Background: an optimization exercise with open tools, aiming at small area, a short achievable clock period and few clock cycles. Do not read the settings as production practice. No functional check of the RTL was part of any run shown here. No activity file was given, so power comes from the tool's default toggle rates.

[design/flow/design.v]
package srio_req_pkg;
    localparam logic [3:0] FTYPE_DOORBELL = 4'hA;
    localparam logic [3:0] FTYPE_NWRITE   = 4'h5;
    localparam logic [3:0] TTYPE_NWRITE   = 4'h4;
    localparam logic [1:0] REQ_PRIO       = 2'd1;
    localparam logic [15:0] INFO_TARGET_READY = 16'h0100;
    localparam logic [15:0] INFO_TARGET_BUSY  = 16'h01FF;
    localparam logic [15:0] INFO_SELF_CHECK   = 16'h0101;
    localparam logic [15:0] INFO_INTEG_BASE   = 16'h0200;
    typedef enum logic [1:0] {
        ERR_NONE          = 2'd0,
        ERR_DB_NO_RESP    = 2'd1,
        ERR_INTEG_NO_RESP = 2'd2
    } err_type_e;
endpackage
`timescale 1ns/1ps
module user_data_fifo (
    input  logic        log_clk,
    input  logic        log_rst,
    input  logic        wr_valid_i,
    input  logic [63:0] wr_data_i,
    input  logic [7:0]  wr_keep_i,
    input  logic        wr_last_i,
    input  logic        h_consume_i,    
    output logic        wr_ready_o,
    output logic [72:0] h_o,            
    output logic        h_valid_o,
    output logic        h_valid_next_o
);
    localparam int N = 31;
    logic [72:0] mem [N];
    logic [4:0]  wr_ptr;
    logic [N-1:0] rd_oh;
    logic [72:0] rd_data;
    logic [4:0]  cnt;
    logic [4:0]  cnt_next;
    logic        ram_empty;
    logic        in_desc;
    logic        push;
    logic        h_load;
    logic [72:0] wdata;
    assign push   = wr_valid_i && wr_ready_o;
    assign h_load = !ram_empty && (!h_valid_o || h_consume_i);
    assign wdata = in_desc ?
        {wr_last_i, 8'hFF, 8'h00, srio_req_pkg::FTYPE_NWRITE, srio_req_pkg::TTYPE_NWRITE, 1'b0,
         srio_req_pkg::REQ_PRIO, 1'b0, wr_data_i[7:0], 2'b00, 34'd0} :
        {wr_last_i, wr_keep_i, wr_data_i};
    assign cnt_next       = cnt + {4'd0, push} - {4'd0, h_load};
    assign h_valid_next_o = h_load || (h_valid_o && !h_consume_i);
    always_ff @(posedge log_clk) begin
        if (wr_ready_o) mem[wr_ptr] <= wdata;
    end
    always_comb begin
        rd_data = '0;
        for (int i = 0; i < N; i++) rd_data = rd_data | (mem[i] & {73{rd_oh[i]}});
    end
    always_ff @(posedge log_clk) begin
        if (h_load) h_o <= rd_data;
    end
    always_ff @(posedge log_clk or posedge log_rst) begin
        if (log_rst) begin
            wr_ptr     <= '0;
            rd_oh      <= N'(1);
            cnt        <= '0;
            ram_empty  <= 1'b1;
            wr_ready_o <= 1'b1;
            h_valid_o  <= 1'b0;
            in_desc    <= 1'b1;
        end else begin
            if (push) begin
                wr_ptr  <= (wr_ptr == 5'(N - 1)) ? 5'd0 : wr_ptr + 5'd1;
                in_desc <= wr_last_i;
            end
            if (h_load) rd_oh <= {rd_oh[N-2:0], rd_oh[N-1]};
            cnt        <= cnt_next;
            ram_empty  <= (cnt_next == 5'd0);
            wr_ready_o <= (cnt_next != 5'(N));
            h_valid_o  <= h_valid_next_o;
        end
    end
endmodule
`timescale 1ns/1ps
module iresp_decoder (
    input  logic        log_clk,
    input  logic        log_rst,
    input  logic [15:0] target_id_i,
    input  logic        iresp_tvalid_i,
    input  logic [63:0] iresp_tdata_i,
    input  logic [31:0] iresp_tuser_i,
    output logic        rsp_sc_o,        
    output logic        rsp_ready_o,     
    output logic        rsp_confirm_o,
    output logic        target_sel_o,
    output logic        target_sel_next_o
);
    logic [15:0] info;
    logic        hit;
    assign info = iresp_tdata_i[31:16];
    assign hit  = iresp_tvalid_i && (iresp_tdata_i[55:52] == srio_req_pkg::FTYPE_DOORBELL) &&
                  (iresp_tuser_i[31:16] == target_id_i);
    assign rsp_sc_o      = hit && (info[15:8] == 8'h01) && (info[7:0] == 8'h00 || info[7:0] == 8'hFF);
    assign rsp_ready_o   = !info[0];
    assign rsp_confirm_o = hit && (info[15:1] == 15'h0100) && (info[0] == !target_sel_o);
    assign target_sel_next_o = target_sel_o ^ rsp_confirm_o;
    always_ff @(posedge log_clk or posedge log_rst) begin
        if (log_rst) target_sel_o <= 1'b0;
        else         target_sel_o <= target_sel_next_o;
    end
endmodule
`timescale 1ns/1ps
module ireq_builder (
    input  logic [72:0] h_i,
    input  logic        db_i,
    input  logic        db_sc_i,
    input  logic        db_int_i,
    input  logic        db_bit0_i,
    input  logic        hdr_sel_i,
    input  logic [15:0] src_id_i,
    input  logic [15:0] des_id_i,
    output logic [63:0] ireq_tdata_o,
    output logic [7:0]  ireq_tkeep_o,
    output logic        ireq_tlast_o,
    output logic [31:0] ireq_tuser_o
);
    localparam logic [63:0] DB_ONES = {8'h00, srio_req_pkg::FTYPE_DOORBELL, 4'h0, 1'b0,
                                       srio_req_pkg::REQ_PRIO, 1'b0, 12'h000, 16'h0000, 16'h0000};
    logic [63:0] over;
    always_comb begin
        over     = DB_ONES & {64{db_i}};
        over[56] = hdr_sel_i;    
        over[20] = hdr_sel_i;    
        over[24] = db_sc_i;      
        over[25] = db_int_i;     
        over[16] = db_bit0_i;
    end
    assign ireq_tdata_o = (h_i[63:0] & ~{64{db_i}}) | over;
    assign ireq_tkeep_o = h_i[71:64] | {8{db_i}};
    assign ireq_tlast_o = h_i[72] | db_i;
    assign ireq_tuser_o = {src_id_i, des_id_i};
endmodule
`timescale 1ns/1ps
module req_ctrl_fsm #(
    parameter int TIMEOUT_CYCLES = 1024
) (
    input  logic                     log_clk,
    input  logic                     log_rst,
    input  logic                     self_check_i,
    input  logic                     nwr_req_i,
    input  logic                     link_initialized_i,
    input  logic                     ireq_tready_i,
    input  logic                     h_last_i,
    input  logic                     h_valid_next_i,
    input  logic                     rsp_sc_i,
    input  logic                     rsp_ready_i,
    input  logic                     rsp_confirm_i,
    input  logic                     target_sel_next_i,
    output logic                     h_consume_o,
    output logic                     ireq_tvalid_o,
    output logic                     db_o,         
    output logic                     db_sc_o,      
    output logic                     db_int_o,     
    output logic                     db_bit0_o,    
    output logic                     hdr_sel_o,    
    output logic                     rapidio_ready_o,
    output logic                     nwr_ready_o,
    output logic                     nwr_busy_o,
    output logic                     nwr_ack_done_o,
    output logic                     error_o,
    output srio_req_pkg::err_type_e  error_type_o
);
    localparam int CNT_W = $clog2(TIMEOUT_CYCLES);
    logic st_idle, st_scdb, st_hdr, st_data, st_idb, st_wsc, st_wint;
    logic idle_n, scdb_n, hdr_n, data_n, idb_n, wsc_n, wint_n;
    logic [CNT_W-1:0] cnt;
    logic tmo_sc, tmo_int;
    logic take, take_sc, take_nwr;
    logic hs, beat_hs, last_hs;
    logic res_sc, res_int;
    logic err_sc, err_int;
    assign take     = st_idle && link_initialized_i && (self_check_i || nwr_req_i);
    assign take_sc  = take && self_check_i;
    assign take_nwr = take && !self_check_i;
    assign hs          = ireq_tvalid_o && ireq_tready_i;
    assign beat_hs     = hs && (st_hdr || st_data);
    assign last_hs     = beat_hs && h_last_i;
    assign h_consume_o = beat_hs;
    assign err_sc  = tmo_sc && !rsp_sc_i;
    assign err_int = tmo_int && !rsp_confirm_i;
    assign error_o      = err_sc || err_int;
    assign error_type_o = srio_req_pkg::err_type_e'({err_int, err_sc});
    assign res_sc  = st_wsc && (rsp_sc_i || tmo_sc);
    assign res_int = st_wint && (rsp_confirm_i || tmo_int);
    assign idle_n = (st_idle && !take) || res_sc || res_int;
    assign scdb_n = take_sc || (st_scdb && !hs);
    assign hdr_n  = take_nwr || (st_hdr && !hs);
    assign data_n = (beat_hs && !h_last_i) || (st_data && !hs);
    assign idb_n  = last_hs || (st_idb && !hs);
    assign wsc_n  = (st_scdb && hs) || (st_wsc && !res_sc);
    assign wint_n = (st_idb && hs) || (st_wint && !res_int);
    always_ff @(posedge log_clk or posedge log_rst) begin
        if (log_rst) begin
            st_idle         <= 1'b1;
            st_scdb         <= 1'b0;
            st_hdr          <= 1'b0;
            st_data         <= 1'b0;
            st_idb          <= 1'b0;
            st_wsc          <= 1'b0;
            st_wint         <= 1'b0;
            cnt             <= '0;
            tmo_sc          <= 1'b0;
            tmo_int         <= 1'b0;
            ireq_tvalid_o   <= 1'b0;
            db_o            <= 1'b0;
            db_sc_o         <= 1'b0;
            db_int_o        <= 1'b0;
            db_bit0_o       <= 1'b0;
            hdr_sel_o       <= 1'b0;
            rapidio_ready_o <= 1'b1;
            nwr_ready_o     <= 1'b0;
            nwr_busy_o      <= 1'b0;
            nwr_ack_done_o  <= 1'b0;
        end else begin
            st_idle <= idle_n;
            st_scdb <= scdb_n;
            st_hdr  <= hdr_n;
            st_data <= data_n;
            st_idb  <= idb_n;
            st_wsc  <= wsc_n;
            st_wint <= wint_n;
            cnt     <= (st_wsc || st_wint) ? cnt + 1'b1 : '0;
            tmo_sc  <= st_wsc  && !rsp_sc_i      && (cnt == CNT_W'(TIMEOUT_CYCLES - 1));
            tmo_int <= st_wint && !rsp_confirm_i && (cnt == CNT_W'(TIMEOUT_CYCLES - 1));
            ireq_tvalid_o   <= scdb_n || idb_n || ((hdr_n || data_n) && h_valid_next_i);
            db_o            <= scdb_n || idb_n;
            db_sc_o         <= scdb_n;
            db_int_o        <= idb_n;
            db_bit0_o       <= scdb_n || (idb_n && (st_idb ? db_bit0_o : !target_sel_next_i));
            hdr_sel_o       <= hdr_n && (st_hdr ? hdr_sel_o : target_sel_next_i);
            rapidio_ready_o <= !(scdb_n || hdr_n || data_n || idb_n);
            if (st_wsc && rsp_sc_i) begin
                nwr_ready_o <= rsp_ready_i;
                nwr_busy_o  <= !rsp_ready_i;
            end else if (error_o || take_nwr) begin
                nwr_ready_o <= 1'b0;
            end
            nwr_ack_done_o <= st_wint && rsp_confirm_i;
        end
    end
endmodule
`timescale 1ns/1ps
module db_req_top #(
    parameter int TIMEOUT_CYCLES = 1024,
    parameter int FIFO_DEPTH     = 32
) (
    input  logic                    log_clk,
    input  logic                    log_rst,
    input  logic [15:0]             src_id_i,
    input  logic [15:0]             des_id_i,
    input  logic [15:0]             target_id_i,
    input  logic                    self_check_i,
    input  logic                    nwr_req_i,
    input  logic                    link_initialized_i,
    output logic                    rapidio_ready_o,
    output logic                    nwr_ready_o,
    output logic                    nwr_busy_o,
    output logic                    nwr_ack_done_o,
    output logic                    error_o,
    output srio_req_pkg::err_type_e error_type_o,
    input  logic                    user_tvalid_i,
    output logic                    user_tready_o,
    input  logic [63:0]             user_tdata_i,
    input  logic [7:0]              user_tkeep_i,
    input  logic                    user_tlast_i,
    output logic                    ireq_tvalid_o,
    input  logic                    ireq_tready_i,
    output logic [63:0]             ireq_tdata_o,
    output logic [7:0]              ireq_tkeep_o,
    output logic                    ireq_tlast_o,
    output logic [31:0]             ireq_tuser_o,
    input  logic                    iresp_tvalid_i,
    input  logic [63:0]             iresp_tdata_i,
    input  logic [31:0]             iresp_tuser_i
);
    logic [72:0] h;
    logic        h_valid;
    logic        h_valid_next;
    logic        h_consume;
    logic        rsp_sc;
    logic        rsp_ready;
    logic        rsp_confirm;
    logic        target_sel;
    logic        target_sel_next;
    logic        db, db_sc, db_int, db_bit0, hdr_sel;
    req_ctrl_fsm #(
        .TIMEOUT_CYCLES(TIMEOUT_CYCLES)
    ) u_ctrl (
        .log_clk           (log_clk),
        .log_rst           (log_rst),
        .self_check_i      (self_check_i),
        .nwr_req_i         (nwr_req_i),
        .link_initialized_i(link_initialized_i),
        .ireq_tready_i     (ireq_tready_i),
        .h_last_i          (h[72]),
        .h_valid_next_i    (h_valid_next),
        .rsp_sc_i          (rsp_sc),
        .rsp_ready_i       (rsp_ready),
        .rsp_confirm_i     (rsp_confirm),
        .target_sel_next_i (target_sel_next),
        .h_consume_o       (h_consume),
        .ireq_tvalid_o     (ireq_tvalid_o),
        .db_o              (db),
        .db_sc_o           (db_sc),
        .db_int_o          (db_int),
        .db_bit0_o         (db_bit0),
        .hdr_sel_o         (hdr_sel),
        .rapidio_ready_o   (rapidio_ready_o),
        .nwr_ready_o       (nwr_ready_o),
        .nwr_busy_o        (nwr_busy_o),
        .nwr_ack_done_o    (nwr_ack_done_o),
        .error_o           (error_o),
        .error_type_o      (error_type_o)
    );
    ireq_builder u_build (
        .h_i         (h),
        .db_i        (db),
        .db_sc_i     (db_sc),
        .db_int_i    (db_int),
        .db_bit0_i   (db_bit0),
        .hdr_sel_i   (hdr_sel),
        .src_id_i    (src_id_i),
        .des_id_i    (des_id_i),
        .ireq_tdata_o(ireq_tdata_o),
        .ireq_tkeep_o(ireq_tkeep_o),
        .ireq_tlast_o(ireq_tlast_o),
        .ireq_tuser_o(ireq_tuser_o)
    );
    user_data_fifo u_fifo (
        .log_clk       (log_clk),
        .log_rst       (log_rst),
        .wr_valid_i    (user_tvalid_i),
        .wr_data_i     (user_tdata_i),
        .wr_keep_i     (user_tkeep_i),
        .wr_last_i     (user_tlast_i),
        .h_consume_i   (h_consume),
        .wr_ready_o    (user_tready_o),
        .h_o           (h),
        .h_valid_o     (h_valid),
        .h_valid_next_o(h_valid_next)
    );
    iresp_decoder u_resp (
        .log_clk          (log_clk),
        .log_rst          (log_rst),
        .target_id_i      (target_id_i),
        .iresp_tvalid_i   (iresp_tvalid_i),
        .iresp_tdata_i    (iresp_tdata_i),
        .iresp_tuser_i    (iresp_tuser_i),
        .rsp_sc_o         (rsp_sc),
        .rsp_ready_o      (rsp_ready),
        .rsp_confirm_o    (rsp_confirm),
        .target_sel_o     (target_sel),
        .target_sel_next_o(target_sel_next)
    );
endmodule
[design/flow/run.sh]
#!/bin/bash
# synth_recipe.tcl (not shown) runs the flow's synth.tcl, then flattens the netlist and writes it again
# the make line also repeats each setting of config.mk as NAME=value (left out here)
make -C /OpenROAD-flow-scripts/flow DESIGN_CONFIG=/design/flow/config.mk WORK_HOME=/design/flow/orfs CLKGATE_MAP_FILE= SYNTH_SCRIPT=/design/flow/synth_recipe.tcl finish
[design/flow/config.mk]
export PLATFORM = sky130hd
export DESIGN_NAME = db_req_top
export DESIGN_NICKNAME = db_req_top
export VERILOG_FILES = /design/flow/design.v
export SDC_FILE = /design/flow/constraint.sdc
export NUM_CORES = 4
export LEC_CHECK = 0
export CAP_MARGIN = 20
export CORE_MARGIN = 2
export CORE_UTILIZATION = 40
export SLEW_MARGIN = 20
[design/flow/constraint.sdc]
create_clock -name core_clock -period 5.0 [get_ports {log_clk}]
set_input_delay 1.0000 -clock core_clock [delete_from_list [all_inputs] [get_ports {log_clk}]]
set_output_delay 1.0000 -clock core_clock [all_outputs]
set_load 0.01 [all_outputs]
==> impl_metrics.json, run 1 <==
{
  "endpoint": "error_o",
  "fin_cells": 7949,
  "die-area_um2": 220800,
  "synth_seq_cells": 2409,
  "numCtsBuffers": 224,
  "clk_latency_ns": 0.87,
  "timing.setup.tns_ns": 0,
  "required_ns": 4.00,
  "setup_violations": 0,
  "syn_area_um2": 86810,
  "grt_pass1_vias": 48751,
  "p_per_area_nw_per_um2": 480.6,
  "initial_core_util_pct": 40.09,
  "yosys_warnings": 4,
  "first_pass_iters": 8,
  "routedWlPerCell_um": 37.23,
  "synth.distinct_cells": 49,
  "core_area_um2": 216500,
  "r2r_setup_slack_ns": 1.89,
  "synth-main-ff-cell": "edfxtp_1",
  "post_cts_resized": 0,
  "chipHeight_um": 469.9,
  "seq_area_frac_synth_pct": 82.91,
  "drt_iter0_drc": 8823,
  "grt_pass1_wl_um": 402100,
  "synthCells": 4577,
  "leakage_nw": 32.15,
  "holdWs_ns": 0.4510,
  "min_path_type": "flop to flop",
  "cts_tree": "yes",
  "htree_levels": 4,
  "syn_avg_cell_area_um2": 18.97,
  "r2r_cells": 5,
  "fin_crit_ns": 4.703,
  "max-vdd-ir-drop_uv": 445.5,
  "io_buffers": 214,
  "dp.cells": 7525,
  "start_kind": "input port",
  "rows": 171,
  "drive_gt1_share_pct": 12.84,
  "max-cap-violations": 0,
  "wirelength_um": 296000,
  "path_clk_slew_ns": 0.06,
  "placed_area_um2": 93520,
  "syn2layout_area_growth_pct": 16.04,
  "reg2reg_to": "u_fifo.mem[14][43]$_DFFE_PP_",
  "arrival_ns": 3.70,
  "fmax_mhz": 212.6,
  "gp_congestion": 0.7867,
  "synthArstFlopShare_pct": 3.030,
  "cts_sinks": 2409,
  "critical_path_class": "input port to primary output",
  "finalMaxSlewViolations": 0,
  "dp_hpwl_um": 142600,
  "critical_path.max_fanout": 6,
  "fin_area_um2": 100700,
  "clk_path_buf_depth": 3,
  "syn-num-nets": 4813,
  "timing.rr.start": "u_fifo.wr_ptr[0]$_DFFE_PP0P_",
  "ioPinCount": 339,
  "fin_crit_sh_pct": 94.07,
  "die_x_um": 469.9,
  "fin_nets": 5133,
  "endpoint_kind": "primary output",
  "grt-ovfl-total": 0,
  "tightest_slew_ns": 1.220,
  "viasPerCell": 6.475,
  "crit_path_start": "iresp_tdata_i[16]",
  "drc": 0,
  "timing.slew.headroom_pct": 18.46,
  "n_fill_cell": 18208,
  "finalHoldViolations": 0,
  "finClkSkew_ns": 0.03570,
  "cts_root_buf": "clkbuf_16",
  "final_antenna_net_count": 0,
  "total_power_w": 0.04842,
  "rsz0062_at_grt": "no",
  "antenna_found_initial": 1,
  "post-cts-setup-buffers": 0,
  "grt_max_degree": 105,
  "grt_use_total_pct": 26.02,
  "synth-edff-count": 2336,
  "dr_total_vias": 51472,
  "status": "complete, no violations",
  "cts_hold_buf": 0
}
layer usage:
metal	track usage, %	wire (µm)	vias to the layer above
met2	41.88	139800	3867
met3	4.692	34150	544
li1	-	-	19887
met4	7.973	9291	0
met1	36.12	112800	27174
met5	0	0	-
registers in the layout, indices dropped and copies added, names as in the netlist, 5 cells and up:
register,flops
u_fifo.mem,2263
u_ctrl.cnt,10
u_fifo.wr_ptr,5
u_fifo.cnt,5
u_fifo.h_o,73
u_fifo.rd_oh,31
power breakdown:
| group | switching [W] | internal (W) |
|---|---|---|
| Combinational | 0.00422 | 0.000974 |
| Sequential | 0.000696 | 0.0256 |
| Clock | 0.00750 | 0.00943 |
synthesized netlist by cell type, types with 48 or more instances:
library cell | instances | area, µm²
nand4_1 | 81 | 506.7
dfrtp_1 | 67 | 1677
a222oi_1 | 73 | 730.7
a22oi_1 | 728 | 5465
or4_1 | 74 | 555.5
edfxtp_1 | 2336 | 70150
nor2_1 | 48 | 180.2
buf_1 | 78 | 292.8
nor2b_1 | 111 | 694.4
nand3_1 | 233 | 1166
a22o_1 | 148 | 1296
a221oi_1 | 147 | 1287
clkbuf_1 | 193 | 724.4
placed cells by master, fill, tap and decap left out, drive strengths merged, types with 28 or more instances in the layout:
master	count
clkinv	106
nand3	233
a221oi	147
buf	187
clkbuf	279
nor2	48
nor2b	111
inv	29
or4	74
nand4	81
edfxtp	2336
mux2	42
a22o	148
a222oi	73
clkdlybuf4s50	213
a22oi	728
dfrtp	67
or2	28
worst min-delay path by stage:
stage          slack, ns  depth (start not counted)                     from                       to
3_5_place_dp        0.45                          1  u_ctrl.cnt[0]$_DFF_PP0_  u_ctrl.cnt[0]$_DFF_PP0_
2_1_floorplan       0.43                          1  u_ctrl.cnt[0]$_DFF_PP0_  u_ctrl.cnt[0]$_DFF_PP0_
6_report            0.45                          1  u_ctrl.cnt[0]$_DFF_PP0_  u_ctrl.cnt[0]$_DFF_PP0_
3_3_place_gp        0.44                          1  u_ctrl.cnt[0]$_DFF_PP0_  u_ctrl.cnt[0]$_DFF_PP0_
4_1_cts             0.45                          1  u_ctrl.cnt[0]$_DFF_PP0_  u_ctrl.cnt[0]$_DFF_PP0_
5_1_grt             0.48                          1  u_ctrl.cnt[0]$_DFF_PP0_  u_ctrl.cnt[0]$_DFF_PP0_
cells by family after synthesis:
logic type	after synthesis	share of synthesized area, %
multiplexers	42	0.5448
adder cells (fa/ha/maj)	11	0.1672
buffers and inverters	326	1.558
AND/OR/NAND/NOR	632	4.167
flip-flops	2409	82.91
AO/OA/AOI/OAI	1128	10.36
XOR/XNOR	29	0.2926
worst max-delay path, cell delays in order:
cell,delay [ns]
clkdlybuf4s50_1,0.59
nand4_1,0.13
or2_0,0.21
a211o_1,0.29
or4_1,0.55
and2_1,0.19
or2_1,0.25
clkdlybuf4s50_1,0.49
final cells by class:
class                      instances  area (µm²)  area share [%]
antenna                            3       7.507        0.007452
clock buffer                     279        5937           5.893
clock inverter                   142        1254           1.244
inverter                          20       76.32         0.07576
multi-input combinational       1842       13790           13.69
sequential                      2409       72110           71.57
tap                             2854        3571           3.545
timing repair buffer             400        4004           3.974
through the flow:
| step | utilization (%) | worst slack (ns) |
|---|---|---|
| floorplan | - | 0.1471 |
| global placement | 43.18 | 0.2628 |
| detailed placement | 43.19 | 0.3035 |
| CTS | 46.51 | 0.2849 |
| global route | 46.52 | 0.1912 |
| finish | 46.53 | 0.2966 |
==> inputs of run 2 (changes only) <==
--- a/design/flow/config.mk
+++ b/design/flow/config.mk
@@ -10,2 +10,3 @@
 export CORE_UTILIZATION = 40
+export SETUP_SLACK_MARGIN = 2.3
 export SLEW_MARGIN = 20
==> impl_metrics.json, run 2 <==
{
  "finalMaxSlewViolations": 0,
  "rows": 171,
  "io_buffers": 214,
  "chipHeight_um": 469.9,
  "dr_total_vias": 52733,
  "synth.area.top_cells": "edfxtp_1 81%, a22oi_1 6.3%, dfrtp_1 1.9%, a22o_1 1.5%, a221oi_1 1.5%",
  "synth_common_cells": "2336 x edfxtp_1, 728 x a22oi_1, 233 x nand3_1",
  "synth.most_common_cell": "edfxtp_1",
  "fin_crit_ns": 3.817,
  "cts_tree": "yes",
  "worst-path-buf-inv": 2,
  "r2r_setup_slack_ns": 2.26,
  "critical_path.max_fanout": 6,
  "cts_root_buf": "clkbuf_16",
  "final_common_cell": "edfxtp_1",
  "cts_hold_buf": 0,
  "r2r_cells": 4,
  "timing.setup.tns_ns": 0,
  "max-cap-violations": 0,
  "finClkSkew_ns": 0.04839,
  "yosysTopAreaCell": "edfxtp_1",
  "syn-num-nets": 4813,
  "p_per_area_nw_per_um2": 479.7,
  "synth.distinct_cells": 49,
  "top_register": "u_fifo.mem",
  "grt_pass1_wl_um": 422200,
  "fin_util_pct": 47.88,
  "netlist.area_leader.share_pct": 80.80,
  "numCtsBuffers": 226,
  "synth_seq_cells": 2409,
  "ioPinCount": 339,
  "setup_violations": 0,
  "synthArstFlopShare_pct": 3.030,
  "synth-main-ff-cell": "edfxtp_1",
  "endpoint_kind": "primary output",
  "rsz0062_at_grt": "yes",
  "clk_path_buf_depth": 3,
  "min_path_type": "flop to flop",
  "seq_area_frac_synth_pct": 82.91,
  "path_clk_slew_ns": 0.06,
  "n_fill_cell": 17936,
  "max-vdd-ir-drop_uv": 380.7,
  "fin_crit_sh_pct": 76.34,
  "start_kind": "input port",
  "arrival_ns": 2.82,
  "viasPerCell": 6.518,
  "fin_nets": 5264,
  "finalHoldViolations": 0,
  "die_x_um": 469.9,
  "core_area_um2": 216500,
  "cp_top_family": "simple AND/OR/NAND/NOR gates",
  "routedWlPerCell_um": 39.09,
  "tightest_slew_ns": 1.163,
  "cp_slowest_cell": "or4_4",
  "drc": 0,
  "grt_use_total_pct": 27.66,
  "drive_gt1_share_pct": 19.06,
  "min_from": "u_ctrl.cnt[0]$_DFF_PP0_",
  "multi_input_area_um2": 14350,
  "reg_top3": "u_fifo.mem: 2263 flops, u_fifo.h_o: 73 flops, u_fifo.rd_oh: 31 flops",
  "critical_path_class": "input port to primary output",
  "timing.critical_path.depth": 8,
  "grt_pass1_vias": 49388,
  "wirelength_um": 316200,
  "status": "complete, no violations",
  "final_antenna_net_count": 0,
  "worstPathCellList": "clkbuf_4 -> nand4_1 -> or2_1 -> a211o_1 -> or4_4 -> and2_4 -> or2_4 -> buf_6",
  "syn_area_um2": 86810,
  "reg2reg_to": "u_fifo.h_o[59]$_DFFE_PP_",
  "min_to": "u_ctrl.cnt[0]$_DFF_PP0_",
  "slowest_delay_ns": 0.52,
  "timing.rr.start": "u_fifo.rd_oh[4]$_DFFE_PP0P_",
  "cts_sinks": 2409,
  "initial_core_util_pct": 40.09,
  "drt_iter0_drc": 10383,
  "first_pass_iters": 8,
  "layout_common_cells": "2336 x edfxtp_1, 728 x a22oi_1, 232 x nand3_1",
  "synth-edff-count": 2336,
  "yosys_warnings": 4,
  "synthCells": 4577,
  "timing.slew.headroom_pct": 22.09,
  "whs_path_depth": 1,
  "required_ns": 4.00,
  "leakage_nw": 33.83,
  "htree_levels": 4,
  "fmax_mhz": 262.0,
  "gp_congestion": 0.7726,
  "syn2layout_area_growth_pct": 19.42,
  "largest_register_ffs": 2263,
  "syn_avg_cell_area_um2": 18.97,
  "clk_latency_ns": 0.88,
  "grt_max_degree": 105,
  "dp_hpwl_um": 140800,
  "grt-ovfl-total": 0,
  "antenna_found_initial": 11,
  "die-area_um2": 220800,
  "seqCellArea_um2": 72110
}
==> run 2: cell count changes in the layout (fill, tap and decap cells not counted), moves of 12 or more <==
cell	change
diode_2	+13
clkdlybuf4s15_1	+14
nor2b_4	+41
or2_4	+14
clkinv_1	-12
or2_2	-13
buf_8	+16
buf_12	+55
buf_16	+18
buf_2	+42
nor2b_1	-51
buf_6	+108
clkdlybuf4s50_1	-134
==> run 2: final cells by class <==
type / instances / area share (%)
Antenna cell: 16 / 0.03862
Clock buffer: 277 / 5.707
Clock inverter: 143 / 1.376
Inverter: 20 / 0.08568
Multi-Input combinational cell: 1842 / 13.84
Sequential cell: 2409 / 69.55
Tap cell: 2854 / 3.444
Timing Repair Buffer: 529 / 5.963
==> run 2: worst max-delay path by stage <==
stage | startpoint | to
after detailed placement | iresp_tdata_i[16] | error_o
final | iresp_tdata_i[16] | error_o
after global placement | iresp_tdata_i[16] | error_o
after CTS | iresp_tdata_i[21] | error_o
after global routing | iresp_tdata_i[16] | error_o
after floorplan | iresp_tdata_i[22] | error_o
==> run 2: per-stage QoR <==
| step | hold WS, ns | cells | total power [W] | area [µm²] | setup WS (ns) |
|---|---|---|---|---|---|
| final | 0.4745 | 8090 | 0.04973 | 103700 | 1.183 |
| after global routing | 0.4457 | 8078 | 0.05090 | 103600 | 1.124 |
| after CTS | 0.4354 | 8013 | 0.04936 | 102500 | 1.176 |
| after detailed placement | 0.4511 | 7502 | 0.03186 | 93530 | 0.3022 |
| after global placement | 0.4433 | 7499 | 0.03165 | 93460 | 0.2685 |
| after floorplan | 0.4251 | 4577 | 0.02870 | 87060 | 1.359 |
==> run 2: cells by family (layout without fill, tap and decap cells) <==
group           Yosys count  after routing  synth area share [%]
simple gates            632            632                 4.167
compound gates         1128           1128                 10.36
mux                      42             42                0.5448
xor+xnor                 29             29                0.2926
flops                  2409           2409                 82.91
fa+ha+maj                11             11                0.1672
other cells               0             16                     0
buf+inv                 326            969                 1.558
==> run 2: power breakdown <==
| group | total, W | leakage (nW) | internal [W] | switching [W] |
|---|---|---|---|---|
| combinational | 0.00626 | 8.13 | 0.00154 | 0.00472 |
| clock | 0.0172 | 3.60 | 0.00961 | 0.00760 |
| sequential | 0.0263 | 22.1 | 0.0256 | 0.000665 |
| total | 0.0497 | 33.8 | 0.0367 | 0.0130 |
==> run 2: routing by layer <==
metal  share of wire (%)  wire length [µm]  global-route usage [%]
met5               0.011                34                       0
met2                  47            147900                   43.98
met3                  12             38300                   5.546
met4                 4.2             13280                   10.64
met1                  37            116700                   37.65
==> run 2: repair_timing <==
item,4_1_cts,5_1_grt
gates resized for setup,638,138
pin swaps,50,26
buffers inserted,83,58
gates cloned,8,0
setup endpoints to repair,852,230
==> inputs of run 3 (changes only) <==
--- a/design/flow/design.v
+++ b/design/flow/design.v
@@ -54,6 +54,6 @@
         rd_data = '0;
-        for (int i = 0; i < N; i++) rd_data = rd_data | (mem[i] & {73{rd_oh[i]}});
+        for (int i = 0; i < N; i++) rd_data = rd_data | (mem[i] & {73{rd_oh[i] && !ram_empty}});
     end
     always_ff @(posedge log_clk) begin
-        if (h_load) h_o <= rd_data;
+        if (!h_valid_o || h_consume_i) h_o <= rd_data;
     end
@@ -92,4 +92,8 @@
     output logic        rsp_confirm_o,
+    input  logic        tmo_sc_i,        
+    input  logic        tmo_int_i,       
     output logic        target_sel_o,
-    output logic        target_sel_next_o
+    output logic        target_sel_next_o,
+    output logic        error_o,
+    output srio_req_pkg::err_type_e error_type_o
 );
@@ -103,2 +107,7 @@
     assign rsp_confirm_o = hit && (info[15:1] == 15'h0100) && (info[0] == !target_sel_o);
+    logic err_sc, err_int;
+    assign err_sc       = tmo_sc_i && !rsp_sc_o;
+    assign err_int      = tmo_int_i && !rsp_confirm_o;
+    assign error_o      = err_sc || err_int;
+    assign error_type_o = srio_req_pkg::err_type_e'({err_int, err_sc});
     assign target_sel_next_o = target_sel_o ^ rsp_confirm_o;
@@ -124,14 +133,17 @@
 );
-    localparam logic [63:0] DB_ONES = {8'h00, srio_req_pkg::FTYPE_DOORBELL, 4'h0, 1'b0,
-                                       srio_req_pkg::REQ_PRIO, 1'b0, 12'h000, 16'h0000, 16'h0000};
-    logic [63:0] over;
     always_comb begin
-        over     = DB_ONES & {64{db_i}};
-        over[56] = hdr_sel_i;    
-        over[20] = hdr_sel_i;    
-        over[24] = db_sc_i;      
-        over[25] = db_int_i;     
-        over[16] = db_bit0_i;
+        ireq_tdata_o = h_i[63:0];
+        ireq_tdata_o[55]    = h_i[55] | db_i;
+        ireq_tdata_o[54]    = h_i[54] & !db_i;
+        ireq_tdata_o[53]    = h_i[53] | db_i;
+        ireq_tdata_o[52]    = h_i[52] & !db_i;
+        ireq_tdata_o[50]    = h_i[50] & !db_i;
+        ireq_tdata_o[45]    = h_i[45] | db_i;
+        ireq_tdata_o[43:36] = h_i[43:36] & ~{8{db_i}};
+        ireq_tdata_o[56]    = h_i[56] | hdr_sel_i;
+        ireq_tdata_o[20]    = h_i[20] | hdr_sel_i;
+        ireq_tdata_o[25]    = h_i[25] | db_int_i;
+        ireq_tdata_o[24]    = h_i[24] | db_sc_i;
+        ireq_tdata_o[16]    = h_i[16] | db_bit0_i;
     end
-    assign ireq_tdata_o = (h_i[63:0] & ~{64{db_i}}) | over;
     assign ireq_tkeep_o = h_i[71:64] | {8{db_i}};
@@ -167,4 +179,5 @@
     output logic                     nwr_ack_done_o,
-    output logic                     error_o,
-    output srio_req_pkg::err_type_e  error_type_o
+    input  logic                     error_i,
+    output logic                     tmo_sc_o,
+    output logic                     tmo_int_o
 );
@@ -178,3 +191,2 @@
     logic res_sc, res_int;
-    logic err_sc, err_int;
     assign take     = st_idle && link_initialized_i && (self_check_i || nwr_req_i);
@@ -186,6 +198,4 @@
     assign h_consume_o = beat_hs;
-    assign err_sc  = tmo_sc && !rsp_sc_i;
-    assign err_int = tmo_int && !rsp_confirm_i;
-    assign error_o      = err_sc || err_int;
-    assign error_type_o = srio_req_pkg::err_type_e'({err_int, err_sc});
+    assign tmo_sc_o  = tmo_sc;
+    assign tmo_int_o = tmo_int;
     assign res_sc  = st_wsc && (rsp_sc_i || tmo_sc);
@@ -242,3 +252,3 @@
                 nwr_busy_o  <= !rsp_ready_i;
-            end else if (error_o || take_nwr) begin
+            end else if (error_i || take_nwr) begin
                 nwr_ready_o <= 1'b0;
@@ -292,2 +302,3 @@
     logic        target_sel_next;
+    logic        tmo_sc, tmo_int;
     logic        db, db_sc, db_int, db_bit0, hdr_sel;
@@ -319,4 +330,5 @@
         .nwr_ack_done_o    (nwr_ack_done_o),
-        .error_o           (error_o),
-        .error_type_o      (error_type_o)
+        .error_i           (error_o),
+        .tmo_sc_o          (tmo_sc),
+        .tmo_int_o         (tmo_int)
     );
@@ -359,4 +371,8 @@
         .rsp_confirm_o    (rsp_confirm),
+        .tmo_sc_i         (tmo_sc),
+        .tmo_int_i        (tmo_int),
         .target_sel_o     (target_sel),
-        .target_sel_next_o(target_sel_next)
+        .target_sel_next_o(target_sel_next),
+        .error_o          (error_o),
+        .error_type_o     (error_type_o)
     );
--- a/design/flow/config.mk
+++ b/design/flow/config.mk
@@ -10,3 +10,4 @@
 export CORE_UTILIZATION = 40
-export SETUP_SLACK_MARGIN = 2.3
+export SETUP_SLACK_MARGIN = 2.0
 export SLEW_MARGIN = 20
+export SYNTH_HIERARCHICAL = 1
==> impl_metrics.json, run 3 <==
{
  "dp_slack_ns": 0.7593,
  "reg_top3": "u_fifo.mem: 2263 flops, u_fifo.h_o: 73 flops, u_fifo.rd_oh: 31 flops",
  "timing.rr.start": "u_fifo.rd_oh[15]$_DFFE_PP0P_",
  "antenna_found_initial": 10,
  "clk_latency_ns": 0.90,
  "synth.most_common_cell": "edfxtp_1",
  "max-cap-violations": 0,
  "dp_hpwl_um": 142400,
  "yosys_warnings": 10,
  "internal-power_w": 0.03541,
  "swShare_pct": 25.78,
  "arrival_ns": 2.46,
  "p_clk_share_pct": 35.4,
  "final_common_cell": "edfxtp_1",
  "numCtsBuffers": 224,
  "cts_root_buf": "clkbuf_16",
  "synth_common_cells": "2336 x edfxtp_1, 796 x a22oi_1, 169 x nand4_1",
  "wirelength_um": 299100,
  "path_clk_slew_ns": 0.06,
  "die-area_um2": 222400,
  "p_sw_w": 0.01230,
  "viasPerCell": 6.443,
  "cp_slowest_cell": "nor4_2",
  "critical_path_class": "input port to primary output",
  "cts_tree": "yes",
  "p_per_area_nw_per_um2": 471.1,
  "grt-ovfl-total": 0,
  "synth.distinct_cells": 57,
  "fin_crit_ns": 3.463,
  "timing.slew.headroom_pct": 12.97,
  "yosysTopAreaCell": "edfxtp_1",
  "synth-main-ff-cell": "edfxtp_1",
  "drt_iter0_drc": 9486,
  "dr_total_vias": 51721,
  "critical_path.max_fanout": 2,
  "clk_path_buf_depth": 3,
  "max-vdd-ir-drop_uv": 420.7,
  "setup_violations": 0,
  "final_antenna_net_count": 0,
  "cts_sinks": 2409,
  "synth.area.top_cells": "edfxtp_1 80%, a22oi_1 6.8%, dfrtp_1 1.9%, nand4_1 1.2%, a221oi_1 1.2%",
  "timing.setup.tns_ns": 0,
  "ioPinCount": 339,
  "finalMaxSlewViolations": 0,
  "htree_levels": 4,
  "finalHoldViolations": 0,
  "largest_register_ffs": 2263,
  "wl_met1_um": 111300,
  "p_seq_share_pct": 54.6,
  "syn-num-nets": 4895,
  "layout_common_cells": "2336 x edfxtp_1, 796 x a22oi_1, 226 x clkbuf_16",
  "top_register": "u_fifo.mem",
  "finClkSkew_ns": 0.04155,
  "fin_ws_ns": 1.537,
  "maxUsedRoutingLayer": "met5",
  "min_path_type": "input port to async pin",
  "slowest_delay_ns": 0.29,
  "syn_area_um2": 87450,
  "rsz0062_at_grt": "yes",
  "die_x_um": 471.6,
  "syn_avg_cell_area_um2": 18.77,
  "synth-edff-count": 2336,
  "start_kind": "input port",
  "endpoint_kind": "primary output",
  "gp_congestion": 0.7857,
  "routed-wl-met3_um": 35930,
  "io_buffers": 214,
  "tightest_slew_ns": 1.305,
  "synthCells": 4659,
  "dp.cells": 7554,
  "status": "complete, no violations",
  "first_pass_iters": 8,
  "netlist.area_leader.share_pct": 80.21,
  "grt_max_degree": 75,
  "required_ns": 4.00,
  "comb_power_share_pct": 10.0,
  "chipHeight_um": 471.6,
  "routedWlPerCell_um": 37.26,
  "fmax_mhz": 288.7,
  "initial_core_util_pct": 40.27,
  "drc": 0,
  "grt_use_total_pct": 26.17,
  "seq_area_frac_synth_pct": 82.31,
  "drive_gt1_share_pct": 14.80,
  "synth_seq_cells": 2409,
  "grt_pass1_vias": 49519,
  "grt_pass1_wl_um": 405600,
  "worstPathCellList": "dlygate4sd2_1 -> nor4_2 -> nand2_1 -> nor3b_2 -> a41oi_2 -> or2_1 -> buf_2",
  "syn2layout_area_growth_pct": 15.81,
  "leakage_nw": 31.46,
  "crit_path_start": "iresp_tdata_i[23]",
  "wl_met2_um": 140900,
  "fin_nets": 5217,
  "fin_cells": 8027,
  "fin_crit_sh_pct": 69.27,
  "rows": 171,
  "synthArstFlopShare_pct": 3.030,
  "core_area_um2": 217200
}
run 3: changes by cell type in the layout (fill, tap and decap cells not counted), moves of 55 or more:
cell | before | now
nor2_1 | 17 | 114
a22oi_1 | 728 | 796
nand3_1 | 232 | 60
a21oi_1 | 2 | 59
buf_6 | 108 | 21
nand4_1 | 81 | 169
or4_1 | 73 | 2
buf_12 | 91 | 36
run 3: kinds of logic after synthesis:
group / after synthesis / synth area share [%]
xor+xnor: 24 / 0.2404
mux: 41 / 0.5279
flops: 2409 / 82.31
compound gates: 1211 / 10.74
fa+ha+maj: 11 / 0.1660
simple gates: 586 / 3.736
buf+inv: 377 / 2.283
run 3: critical path, delay by kind of cell:
kind                   cells  cell delay (ns)
AO/OA/AOI/OAI              1             0.15
buffers and inverters      2             0.40
AND/OR/NAND/NOR            4             0.90
run 3: power groups by stage:
stage	combinational (W)	clock, W	sequential (W)
final	0.00478	0.0169	0.0261
after global routing	0.00488	0.0177	0.0262
after CTS	0.00464	0.0169	0.0260
after detailed placement	0.00459	0	0.0265
after global placement	0.00451	0	0.0264
after floorplan	0.00200	0	0.0263
run 3: worst paths after layout:
path	end	slack, ns	depth (start not counted)
min	u_resp.target_sel_o$_DFF_PP0_	0.35	2
max in group asynchronous	u_fifo.rd_oh[29]$_DFFE_PP0P_	3.55	3
min in group core_clock	u_ctrl.cnt[0]$_DFF_PP0_	0.48	1
max reg2reg	u_fifo.h_o[43]$_DFFE_PN_	1.88	5
max	error_o	1.54	7
min reg2reg	u_ctrl.cnt[0]$_DFF_PP0_	0.48	1
run 3: metal layers:
metal | track usage [%] | vias to the layer above
li1 | - | 20096
met1 | 35.68 | 27062
met2 | 42.29 | 3933
met3 | 4.915 | 624
met4 | 8.826 | 6
met5 | 0 | -
run 3: final cells by class:
class / instances / area [µm²]
multi-input combinational: 1873 / 14060
tap: 2854 / 3571
clock inverter: 145 / 1320
inverter: 24 / 90.09
timing repair buffer: 449 / 4284
sequential: 2409 / 72110
antenna: 3 / 7.507
fill: 18032 / 115900
clock buffer: 270 / 5841
run 3: stage by stage:
stage | hold WS [ns] | total power [W] | utilization (%) | instance area (µm²)
global placement | 0.4738 | 0.03089 | 43.02 | 93420
detailed placement | 0.4797 | 0.03105 | 43.04 | 93460
CTS | 0.2996 | 0.04762 | 46.50 | 101000
floorplan | 0.4519 | 0.02828 | - | 87670
global route | 0.3645 | 0.04876 | 46.64 | 101300
finish | 0.3485 | 0.04772 | 46.64 | 101300
run 3: repair_timing:
action                                  4_1_cts  5_1_grt
pin swaps                                    50       20
hold buffers                                  0        0
setup buffers                                43        9
cloned                                        0        0
gates resized for setup                     254       38
endpoints found under the setup margin      215       75
run 3: Yosys stat by module (local to each module, per instance), a selection:
module	copies in the design	area, µm²	flip-flops and latches
user_data_fifo	1	85110	2381
ireq_builder	1	778.2	0
iresp_decoder	1	417.9	1
==> inputs of run 4 (changes only) <==
--- a/design/flow/config.mk
+++ b/design/flow/config.mk
@@ -12,2 +12 @@
 export SLEW_MARGIN = 20
-export SYNTH_HIERARCHICAL = 1
==> impl_metrics.json, run 4 <==
{
  "grt_pass1_vias": 49641,
  "finClkSkew_ns": 0.02823,
  "synth-edff-count": 2336,
  "rsz0062_at_grt": "yes",
  "fin_crit_sh_pct": 69.13,
  "fin_crit_ns": 3.457,
  "wl_met1_um": 114500,
  "path_clk_slew_ns": 0.06,
  "tightest_slew_ns": 1.226,
  "total_power_w": 0.04841,
  "die_x_um": 471.4,
  "largest_register_ffs": 2263,
  "synthArstFlopShare_pct": 3.030,
  "status": "complete, no violations",
  "grt_max_degree": 74,
  "yosys.area_share.simple_pct": 3.595,
  "dr_total_vias": 53251,
  "viasPerCell": 6.661,
  "grt_pass1_wl_um": 426400,
  "required_ns": 4.00,
  "arrival_ns": 2.46,
  "die-area_um2": 222200,
  "synthAdderAreaFrac_pct": 0.1661,
  "drive_gt1_share_pct": 16.95,
  "synth.most_common_cell": "edfxtp_1",
  "min_path_type": "flop to flop",
  "maxUsedRoutingLayer": "met5",
  "wirelength_um": 319800,
  "yosysTopAreaCell": "edfxtp_1",
  "syn_avg_cell_area_um2": 18.89,
  "routed-wl-met3_um": 47550,
  "synth_top_family_by_area": "compound AO/OA/AOI/OAI gates",
  "finalMaxSlewViolations": 0,
  "chipHeight_um": 471.4,
  "clk_latency_ns": 0.87,
  "clk_path_buf_depth": 3,
  "dp_hpwl_um": 166800,
  "synth_seq_cells": 2409,
  "leakage_nw": 32.10,
  "fin_nets": 5196,
  "antenna_found_initial": 17,
  "synth_common_cells": "2336 x edfxtp_1, 703 x a22oi_1, 165 x a22o_1",
  "wl_met2_um": 145400,
  "synth.area.top_cells": "edfxtp_1 80%, a22oi_1 6.0%, dfrtp_1 1.9%, a22o_1 1.7%, a221oi_1 1.6%",
  "ioPinCount": 339,
  "final_antenna_net_count": 0,
  "cts_root_buf": "clkbuf_16",
  "netlist.area_leader.share_pct": 80.27,
  "io_buffers": 214,
  "p_per_area_nw_per_um2": 474.6,
  "core_area_um2": 217200,
  "timing.setup.tns_ns": 0,
  "layout_common_cells": "2336 x edfxtp_1, 703 x a22oi_1, 218 x clkbuf_16",
  "rows": 171,
  "critical_path_class": "input port to primary output",
  "synthCells": 4625,
  "reg_top3": "u_fifo.mem: 2263 flops, u_fifo.h_o: 73 flops, u_fifo.rd_oh: 31 flops",
  "htree_levels": 4,
  "endpoint_kind": "primary output",
  "cts_hold_buf": 0,
  "yosys_warnings": 4,
  "syn-num-nets": 4861,
  "synth.area.mux_share_pct": 0.5326,
  "numCtsBuffers": 215,
  "gp_congestion": 0.8714,
  "drt_iter0_drc": 10933,
  "first_pass_iters": 8,
  "start_kind": "input port",
  "cts_sinks": 2409,
  "synth_xor_xnor_area_share_pct": 0.2907,
  "drc": 0,
  "grt_use_total_pct": 27.92,
  "syn_area_um2": 87380,
  "seq_area_frac_synth_pct": 82.37,
  "n_fill_cell": 17942,
  "synth.distinct_cells": 56,
  "max-vdd-ir-drop_uv": 356.0,
  "critical_path.max_fanout": 2,
  "fmax_mhz": 289.3,
  "cts_tree": "yes",
  "max-cap-violations": 0,
  "routedWlPerCell_um": 40.00,
  "timing.slew.headroom_pct": 17.92,
  "holdWs_ns": 0.4616,
  "finalHoldViolations": 0,
  "setup_violations": 0,
  "synth-main-ff-cell": "edfxtp_1",
  "top_register": "u_fifo.mem",
  "syn2layout_area_growth_pct": 16.72,
  "final_common_cell": "edfxtp_1",
  "grt-ovfl-total": 0,
  "synth_compound_area_share_pct": 10.96,
  "initial_core_util_pct": 40.24
}
-- run 4: changes by cell type in the layout (fill, tap and decap cells not counted), moves of 23 or more --
cell and delta:
nor2_1 -99, a22oi_1 -93, a21oi_1 -56, a22o_1 +52, o211ai_1 +51, nor3_1 +50, a221oi_1 +46, mux2_1 -30
mux2_2 +29, buf_12 +24, nor2b_4 +24, a41oi_1 -23, and3_1 -23
-- run 4: final timing paths --
kind / startpoint / to / slack (ns) / cells past startpoint
worst max-delay path: iresp_tdata_i[24] / error_o / 1.54 / 7
worst min-delay path: u_ctrl.cnt[0]$_DFF_PP0_ / u_ctrl.cnt[0]$_DFF_PP0_ / 0.46 / 1
worst max register to register: u_fifo.rd_oh[7]$_DFFE_PP0P_ / u_fifo.h_o[3]$_DFFE_PN_ / 1.87 / 5
worst min register to register: u_ctrl.cnt[0]$_DFF_PP0_ / u_ctrl.cnt[0]$_DFF_PP0_ / 0.46 / 1
max in group asynchronous: log_rst / u_fifo.ram_empty$_DFF_PP1_ / 3.36 / 3
min in group asynchronous: log_rst / u_ctrl.tmo_int$_DFF_PP0_ / 0.66 / 2
-- run 4: cell type report --
type                            instances  area, µm²  area share [%]
Tap cell                             2854       3571           3.501
Timing Repair Buffer                  478       4903           4.808
Sequential cell                      2409      72110           70.70
Clock buffer                          279       5774           5.661
Clock inverter                        110      972.2          0.9532
Multi-Input combinational cell       1838      14580           14.29
Antenna cell                            8      20.02         0.01963
Inverter                               18      70.07         0.06870
-- run 4: cell families after synthesis --
| logic type | Yosys count |
|---|---|
| xor+xnor | 29 |
| fa+ha+maj | 11 |
| compound gates | 1203 |
| flops | 2409 |
| buf+inv | 378 |
| simple gates | 554 |
| mux | 41 |
-- run 4: timing repair --
item	in CTS	in global routing
buffers inserted	53	20
endpoints found under the setup margin	96	65
pin swaps	44	15
gates cloned	0	0
gates resized for setup	292	55
-- run 4: report_power, final --
group / total, W / switching (W) / leakage [nW] / internal [W]
Combinational: 0.00581 / 0.00477 / 6.63 / 0.00104
Sequential: 0.0263 / 0.000678 / 22.2 / 0.0257
Clock: 0.0163 / 0.00728 / 3.30 / 0.00897
-- run 4: worst max-delay path: stages --
cell,delay [ns]
dlygate4sd2_1,0.34
nor4b_4,0.29
nand3b_1,0.17
nor2_2,0.16
a31oi_2,0.13
a21o_1,0.21
buf_2,0.15
-- run 4: metal layers --
metal  vias up  track usage, %
met1     27760           38.38
met4         6           10.27
li1      20074               -
met5         -               0
met3       674           6.562
met2      4737           43.38
-- run 4: per-stage QoR --
| step | setup slack (ns) | util, % | instances | instance area, µm² |
|---|---|---|---|---|
| floorplan | 0.6905 | - | 4625 | 87590 |
| global placement | 0.7095 | 43.24 | 7521 | 93900 |
| detailed placement | 0.7226 | 43.26 | 7522 | 93940 |
| CTS | 1.686 | 46.68 | 7964 | 101400 |
| global route | 1.518 | 46.96 | 7988 | 102000 |
| finish | 1.543 | 46.97 | 7994 | 102000 |
==> inputs of run 5 (changes only) <==
--- a/design/flow/design.v
+++ b/design/flow/design.v
@@ -107,7 +107,15 @@
     assign rsp_confirm_o = hit && (info[15:1] == 15'h0100) && (info[0] == !target_sel_o);
-    logic err_sc, err_int;
-    assign err_sc       = tmo_sc_i && !rsp_sc_o;
-    assign err_int      = tmo_int_i && !rsp_confirm_o;
-    assign error_o      = err_sc || err_int;
-    assign error_type_o = srio_req_pkg::err_type_e'({err_int, err_sc});
+    iresp_err_tree u_err (
+        .valid_i  (iresp_tvalid_i),
+        .ftype_i  (iresp_tdata_i[55:52]),
+        .src_i    (iresp_tuser_i[31:16]),
+        .tgt_i    (target_id_i),
+        .info_i   (info),
+        .sel_i    (target_sel_o),
+        .tmo_sc_i (tmo_sc_i),
+        .tmo_int_i(tmo_int_i),
+        .error_o  (error_o),
+        .err_sc_o (error_type_o[0]),
+        .err_int_o(error_type_o[1])
+    );
     assign target_sel_next_o = target_sel_o ^ rsp_confirm_o;
@@ -118,2 +126,61 @@
 endmodule
+module iresp_err_tree (
+    input  logic        valid_i,
+    input  logic [3:0]  ftype_i,
+    input  logic [15:0] src_i,
+    input  logic [15:0] tgt_i,
+    input  logic [15:0] info_i,
+    input  logic        sel_i,
+    input  logic        tmo_sc_i,
+    input  logic        tmo_int_i,
+    output logic        error_o,
+    output logic        err_sc_o,
+    output logic        err_int_o
+);
+    logic [15:0] x;        
+    logic [7:1]  xl;       
+    logic        xn0;      
+    logic [3:0]  g;
+    logic        g_ft, g_hi, g_sc2, g_lo1, g_lo2, g_int2, g_int3, g_int4;
+    logic        b_src, b_com, b_sc, b_int;
+    logic        e_sc_n, e_int_n;
+    for (genvar i = 0; i < 16; i++) begin : g_x
+        gate_xor2 u (.a(src_i[i]), .b(tgt_i[i]), .y(x[i]));
+    end
+    for (genvar j = 1; j < 8; j++) begin : g_xl
+        gate_xor2 u (.a(info_i[j]), .b(info_i[0]), .y(xl[j]));
+    end
+    gate_xnor2 u_xn0 (.a(info_i[0]), .b(sel_i), .y(xn0));
+    for (genvar k = 0; k < 4; k++) begin : g_g
+        gate_nor4 u (.a(x[4*k]), .b(x[4*k+1]), .c(x[4*k+2]), .d(x[4*k+3]), .y(g[k]));
+    end
+    gate_nor4bb u_ft  (.a(ftype_i[2]), .b(ftype_i[0]), .c_n(ftype_i[3]), .d_n(ftype_i[1]), .y(g_ft));
+    gate_nor4   u_hi  (.a(info_i[15]), .b(info_i[14]), .c(info_i[13]), .d(info_i[12]), .y(g_hi));
+    gate_nor4b  u_sc2 (.a(info_i[11]), .b(info_i[10]), .c(info_i[9]), .d_n(info_i[8]), .y(g_sc2));
+    gate_nor4   u_lo1 (.a(xl[7]), .b(xl[6]), .c(xl[5]), .d(xl[4]), .y(g_lo1));
+    gate_nor3   u_lo2 (.a(xl[3]), .b(xl[2]), .c(xl[1]), .y(g_lo2));
+    gate_nor4b  u_i2  (.a(info_i[11]), .b(info_i[10]), .c(info_i[8]), .d_n(info_i[9]), .y(g_int2));
+    gate_nor4   u_i3  (.a(info_i[7]), .b(info_i[6]), .c(info_i[5]), .d(info_i[4]), .y(g_int3));
+    gate_nor4   u_i4  (.a(info_i[3]), .b(info_i[2]), .c(info_i[1]), .d(xn0), .y(g_int4));
+    gate_nand4 u_bsrc (.a(g[0]), .b(g[1]), .c(g[2]), .d(g[3]), .y(b_src));
+    gate_nand3 u_bcom (.a(g_ft), .b(valid_i), .c(g_hi), .y(b_com));
+    gate_nand3 u_bsc  (.a(g_sc2), .b(g_lo1), .c(g_lo2), .y(b_sc));
+    gate_nand3 u_bint (.a(g_int2), .b(g_int3), .c(g_int4), .y(b_int));
+    gate_o31ai u_esc  (.a1(b_src), .a2(b_com), .a3(b_sc), .b1(tmo_sc_i), .y(e_sc_n));
+    gate_o31ai u_eint (.a1(b_src), .a2(b_com), .a3(b_int), .b1(tmo_int_i), .y(e_int_n));
+    gate_nand2 u_err  (.a(e_sc_n), .b(e_int_n), .y(error_o));
+    gate_inv   u_tsc  (.a(e_sc_n), .y(err_sc_o));
+    gate_inv   u_tint (.a(e_int_n), .y(err_int_o));
+endmodule
+module gate_inv    (input logic a, output logic y); assign y = !a; endmodule
+module gate_xor2   (input logic a, b, output logic y); assign y = a ^ b; endmodule
+module gate_xnor2  (input logic a, b, output logic y); assign y = !(a ^ b); endmodule
+module gate_nand2  (input logic a, b, output logic y); assign y = !(a && b); endmodule
+module gate_nand3  (input logic a, b, c, output logic y); assign y = !(a && b && c); endmodule
+module gate_nand4  (input logic a, b, c, d, output logic y); assign y = !(a && b && c && d); endmodule
+module gate_nor3   (input logic a, b, c, output logic y); assign y = !(a || b || c); endmodule
+module gate_nor4   (input logic a, b, c, d, output logic y); assign y = !(a || b || c || d); endmodule
+module gate_nor4b  (input logic a, b, c, d_n, output logic y); assign y = !(a || b || c || !d_n); endmodule
+module gate_nor4bb (input logic a, b, c_n, d_n, output logic y); assign y = !(a || b || !c_n || !d_n); endmodule
+module gate_o31ai  (input logic a1, a2, a3, b1, output logic y); assign y = !((a1 || a2 || a3) && b1); endmodule
 `timescale 1ns/1ps
@@ -121,3 +188,3 @@
     input  logic [72:0] h_i,
-    input  logic        db_i,
+    input  logic [2:0]  db_i,
     input  logic        db_sc_i,
@@ -135,9 +202,9 @@
         ireq_tdata_o = h_i[63:0];
-        ireq_tdata_o[55]    = h_i[55] | db_i;
-        ireq_tdata_o[54]    = h_i[54] & !db_i;
-        ireq_tdata_o[53]    = h_i[53] | db_i;
-        ireq_tdata_o[52]    = h_i[52] & !db_i;
-        ireq_tdata_o[50]    = h_i[50] & !db_i;
-        ireq_tdata_o[45]    = h_i[45] | db_i;
-        ireq_tdata_o[43:36] = h_i[43:36] & ~{8{db_i}};
+        ireq_tdata_o[55]    = h_i[55] | db_i[0];
+        ireq_tdata_o[54]    = h_i[54] & !db_i[0];
+        ireq_tdata_o[53]    = h_i[53] | db_i[0];
+        ireq_tdata_o[52]    = h_i[52] & !db_i[0];
+        ireq_tdata_o[50]    = h_i[50] & !db_i[0];
+        ireq_tdata_o[45]    = h_i[45] | db_i[0];
+        ireq_tdata_o[43:36] = h_i[43:36] & ~{8{db_i[1]}};
         ireq_tdata_o[56]    = h_i[56] | hdr_sel_i;
@@ -148,4 +215,4 @@
     end
-    assign ireq_tkeep_o = h_i[71:64] | {8{db_i}};
-    assign ireq_tlast_o = h_i[72] | db_i;
+    assign ireq_tkeep_o = h_i[71:64] | {8{db_i[2]}};
+    assign ireq_tlast_o = h_i[72] | db_i[0];
     assign ireq_tuser_o = {src_id_i, des_id_i};
@@ -170,3 +237,3 @@
     output logic                     ireq_tvalid_o,
-    output logic                     db_o,         
+    output logic [2:0]               db_o,         
     output logic                     db_sc_o,      
@@ -209,2 +276,5 @@
     assign wint_n = (st_idb && hs) || (st_wint && !res_int);
+    ctl_flop u_db0 (.log_clk(log_clk), .log_rst(log_rst), .d_i(scdb_n || idb_n), .q_o(db_o[0]));
+    ctl_flop u_db1 (.log_clk(log_clk), .log_rst(log_rst), .d_i(scdb_n || idb_n), .q_o(db_o[1]));
+    ctl_flop u_db2 (.log_clk(log_clk), .log_rst(log_rst), .d_i(scdb_n || idb_n), .q_o(db_o[2]));
     always_ff @(posedge log_clk or posedge log_rst) begin
@@ -222,3 +292,2 @@
             ireq_tvalid_o   <= 1'b0;
-            db_o            <= 1'b0;
             db_sc_o         <= 1'b0;
@@ -243,3 +312,2 @@
             ireq_tvalid_o   <= scdb_n || idb_n || ((hdr_n || data_n) && h_valid_next_i);
-            db_o            <= scdb_n || idb_n;
             db_sc_o         <= scdb_n;
@@ -259,2 +327,13 @@
 endmodule
+module ctl_flop (
+    input  logic log_clk,
+    input  logic log_rst,
+    input  logic d_i,
+    output logic q_o
+);
+    always_ff @(posedge log_clk or posedge log_rst) begin
+        if (log_rst) q_o <= 1'b0;
+        else         q_o <= d_i;
+    end
+endmodule
 `timescale 1ns/1ps
@@ -303,3 +382,4 @@
     logic        tmo_sc, tmo_int;
-    logic        db, db_sc, db_int, db_bit0, hdr_sel;
+    logic [2:0]  db;
+    logic        db_sc, db_int, db_bit0, hdr_sel;
     req_ctrl_fsm #(
--- a/design/flow/config.mk
+++ b/design/flow/config.mk
@@ -10,3 +10,6 @@
 export CORE_UTILIZATION = 40
+export CTS_CLUSTER_DIAMETER = 100
+export CTS_CLUSTER_SIZE = 30
 export SETUP_SLACK_MARGIN = 2.0
 export SLEW_MARGIN = 20
+export SYNTH_HIERARCHICAL = 1
==> impl_metrics.json, run 5 <==
{
  "htree_levels": 3,
  "cts_hold_buf": 0,
  "synth.area.top_cells": "edfxtp_1 80%, a22oi_1 6.8%, dfrtp_1 2.0%, nand4_1 1.2%, a221oi_1 1.1%",
  "path_clk_slew_ns": 0.12,
  "maxUsedRoutingLayer": "met5",
  "drt_iter0_drc": 8459,
  "grt_pass1_wl_um": 401100,
  "viasPerCell": 6.541,
  "top_register": "u_fifo.mem",
  "r2r_cells": 5,
  "timing.slew.headroom_pct": 21.72,
  "routed-wl-met3_um": 33920,
  "wirelength_um": 297000,
  "synth-main-ff-cell": "edfxtp_1",
  "yosysTopAreaCell": "edfxtp_1",
  "r2r_setup_slack_ns": 1.95,
  "p_sw_w": 0.01074,
  "synthCells": 4700,
  "numCtsBuffers": 91,
  "syn-num-nets": 4936,
  "rsz0062_at_grt": "yes",
  "first_pass_iters": 6,
  "final_antenna_net_count": 0,
  "total_power_w": 0.04040,
  "ioPinCount": 339,
  "syn2layout_area_growth_pct": 10.42,
  "syn_area_um2": 87820,
  "cts_sinks": 2411,
  "synth_seq_cells": 2411,
  "setup_violations": 0,
  "synth_common_cells": "2336 x edfxtp_1, 796 x a22oi_1, 169 x nand4_1",
  "tightest_slew_ns": 1.174,
  "internal-power_w": 0.02967,
  "grt_pass1_vias": 48367,
  "comb_power_share_pct": 11.8,
  "synth-edff-count": 2336,
  "finalHoldViolations": 0,
  "dp_hpwl_um": 143300,
  "finClkSkew_ns": 0.06104,
  "seqCellArea_um2": 72170,
  "fin_crit_sh_pct": 69.89,
  "final_common_cell": "edfxtp_1",
  "reg2reg_to": "u_fifo.h_o[5]$_DFFE_PN_",
  "cts_tree": "yes",
  "dr_total_vias": 50829,
  "largest_register_ffs": 2263,
  "synthArstFlopShare_pct": 3.111,
  "critical_path_class": "input port to primary output",
  "core_area_um2": 217600,
  "finalMaxSlewViolations": 0,
  "drive_gt1_share_pct": 10.81,
  "grt_max_degree": 74,
  "min_from": "u_ctrl.nwr_busy_o$_DFFE_PP0P_",
  "min_to": "u_ctrl.nwr_busy_o$_DFFE_PP0P_",
  "die_x_um": 472.6,
  "wl_met1_um": 112400,
  "routedWlPerCell_um": 38.22,
  "required_ns": 4.00,
  "synth.most_common_cell": "edfxtp_1",
  "min_path_type": "flop to flop",
  "p_seq_share_pct": 64.4,
  "max-vdd-ir-drop_uv": 479.6,
  "p_clk_share_pct": 23.8,
  "max-cap-violations": 0,
  "leakage_nw": 29.24,
  "die-area_um2": 223300,
  "clk_path_buf_depth": 3,
  "netlist.area_leader.share_pct": 79.88,
  "grt_use_total_pct": 25.88,
  "synth.distinct_cells": 57,
  "seq_area_frac_synth_pct": 82.02,
  "cts_root_buf": "clkbuf_16",
  "wl_met2_um": 139600,
  "fmax_mhz": 286.2,
  "multi_input_area_um2": 14440,
  "io_buffers": 214,
  "drc": 0,
  "clk_latency_ns": 0.82,
  "endpoint_kind": "primary output",
  "p_per_area_nw_per_um2": 416.7,
  "swShare_pct": 26.57,
  "chipHeight_um": 472.6,
  "critical_path.max_fanout": 2,
  "rows": 171,
  "arrival_ns": 2.49,
  "status": "complete, no violations",
  "layout_common_cells": "2336 x edfxtp_1, 796 x a22oi_1, 169 x nand4_1",
  "n_fill_cell": 18356,
  "gp_congestion": 0.7641,
  "whs_path_depth": 2,
  "timing.rr.start": "u_fifo.rd_oh[13]$_DFFE_PP0P_",
  "timing.setup.tns_ns": 0,
  "initial_core_util_pct": 40.36,
  "start_kind": "input port",
  "fin_util_pct": 44.56,
  "reg_top3": "u_fifo.mem: 2263 flops, u_fifo.h_o: 73 flops, u_fifo.rd_oh: 31 flops",
  "antenna_found_initial": 9,
  "yosys_warnings": 11,
  "fin_nets": 5102,
  "grt-ovfl-total": 0,
  "syn_avg_cell_area_um2": 18.68,
  "fin_crit_ns": 3.495
}
run 5: cell types whose count changed after synthesis, sizes merged, moves of 51 or more:
| cell | delta |
|---|---|
| nor2 | +98 |
| buf | +86 |
| clkbuf | -97 |
| a22o | -52 |
| o211ai | -51 |
| a22oi | +93 |
| nor3 | -73 |
| a21oi | +56 |
run 5: how the worst max path moves through the flow:
stage	startpoint	end	slack, ns	depth (start not counted)
finish	target_id_i[0]	error_o	1.51	9
global placement	iresp_tdata_i[16]	error_o	0.53	7
global route	target_id_i[0]	error_o	1.45	9
detailed placement	iresp_tdata_i[16]	error_o	0.56	7
CTS	u_resp.target_sel_o$_DFF_PP0_	error_o	1.48	7
floorplan	ireq_tready_i	u_fifo.ram_empty$_DFF_PP1_	1.10	14
run 5: kinds of logic after synthesis:
kind of cell / share of synthesized area, %
DFF: 82.02
adders and majority gates: 0.1653
AOI/OAI and AO/OA: 10.70
and+or+nand+nor: 3.863
muxes: 0.5257
xor gates and xnor gates: 0.4787
buffers and inverters: 2.241
run 5: Yosys stat by module (local to each module, per instance), excerpt:
module	cells	cell area, µm²	flops+latches
gate_nand3	1	5.005	0
gate_nand4	1	6.256	0
gate_xnor2	1	8.758	0
gate_nor3	1	10.01	0
gate_nor4bb	1	12.51	0
iresp_decoder	44	327.8	1
run 5: layer usage:
layer / GRT usage, % / vias to the layer above
met5: 0 / -
met4: 8.860 / 8
met3: 4.629 / 555
met2: 41.82 / 3664
met1: 35.41 / 26857
li1: - / 19745
run 5: power groups by stage:
stage | registers [W] | logic [W] | clock network (W)
floorplan | 0.0263 | 0.00201 | 0
global placement | 0.0264 | 0.00452 | 0
detailed placement | 0.0265 | 0.00461 | 0
CTS | 0.0260 | 0.00465 | 0.00964
global route | 0.0262 | 0.00488 | 0.0102
finish | 0.0260 | 0.00478 | 0.00960
run 5: repair_timing:
action,CTS,global route
endpoints found under the setup margin,81,143
gates resized for setup,254,51
cloned,0,0
buffers inserted,21,12
pin swaps,32,15
run 5: metrics by stage:
step / hold WS [ns] / setup slack (ns) / cells / area (µm²)
2_1_floorplan: 0.4549 / 1.102 / 4700 / 88030
3_3_place_gp: 0.4755 / 0.5323 / 7593 / 93730
3_5_place_dp: 0.4788 / 0.5573 / 7594 / 93760
4_1_cts: 0.5058 / 1.482 / 7755 / 96710
5_1_grt: 0.5190 / 1.453 / 7769 / 96960
6_report: 0.5020 / 1.505 / 7771 / 96970
run 5: worst max-delay path: stages:
cell and delay [ns]:
buf_8 0.11, xor2_4 0.18, nor4_4 0.33, nand4_1 0.15
buf_6 0.16, o31ai_4 0.25, buf_4 0.16, nand2_2 0.05
buf_6 0.12
run 5: area by class of cell:
class                      instances  share of cell area, %
tap                             2854                  3.683
clock buffer                     129                  2.517
multi-input combinational       1913                  14.89
inverter                          27                 0.1045
sequential                      2411                  74.43
antenna                            4                0.01032
timing repair buffer             422                  4.163
clock inverter                    11                 0.2077

-- port drivers added, routing unchanged --
How much do the figures lean on ideal ports? The routed layouts below were timed once more, with nothing changed but the port constraints.
Step 1: set_driving_cell puts a clkbuf_16 on log_clk and a buf_2 on each other input, an assumption about the parent block.
Step 2 times the ports against the registers' clock, not the clock port: input delays grow and output delays shrink by t, the midpoint of the rising clock arrivals with the driver on.
Slacks: ideal / step 1 / step 2; pairs: ideal / step 1.
run | t (ns) | setup slack, ns | worst setup path after step 2 | worst register clock-pin slew, ns | pins driven straight from the clock port
run 1 | 0.949 | 0.297 / 0.265 / 0.265 | input to output | 0.07 / 0.07 | 1
run 2 | 0.942 | 1.183 / 1.151 / 1.151 | input to output | 0.07 / 0.07 | 1
run 3 | 0.964 | 1.537 / 1.511 / 1.361 | input to register | 0.07 / 0.07 | 1
run 4 | 0.954 | 1.543 / 1.525 / 0.839 | input to register | 0.07 / 0.07 | 1
run 5 | 0.875 | 1.505 / 1.449 / 1.216 | input to register | 0.12 / 0.12 | 1
After both steps setup and hold are still met in every run listed. For run 4, which loses most, drivers alone change the setup slack by -0.018 ns; drivers and shift together by -0.704 ns.
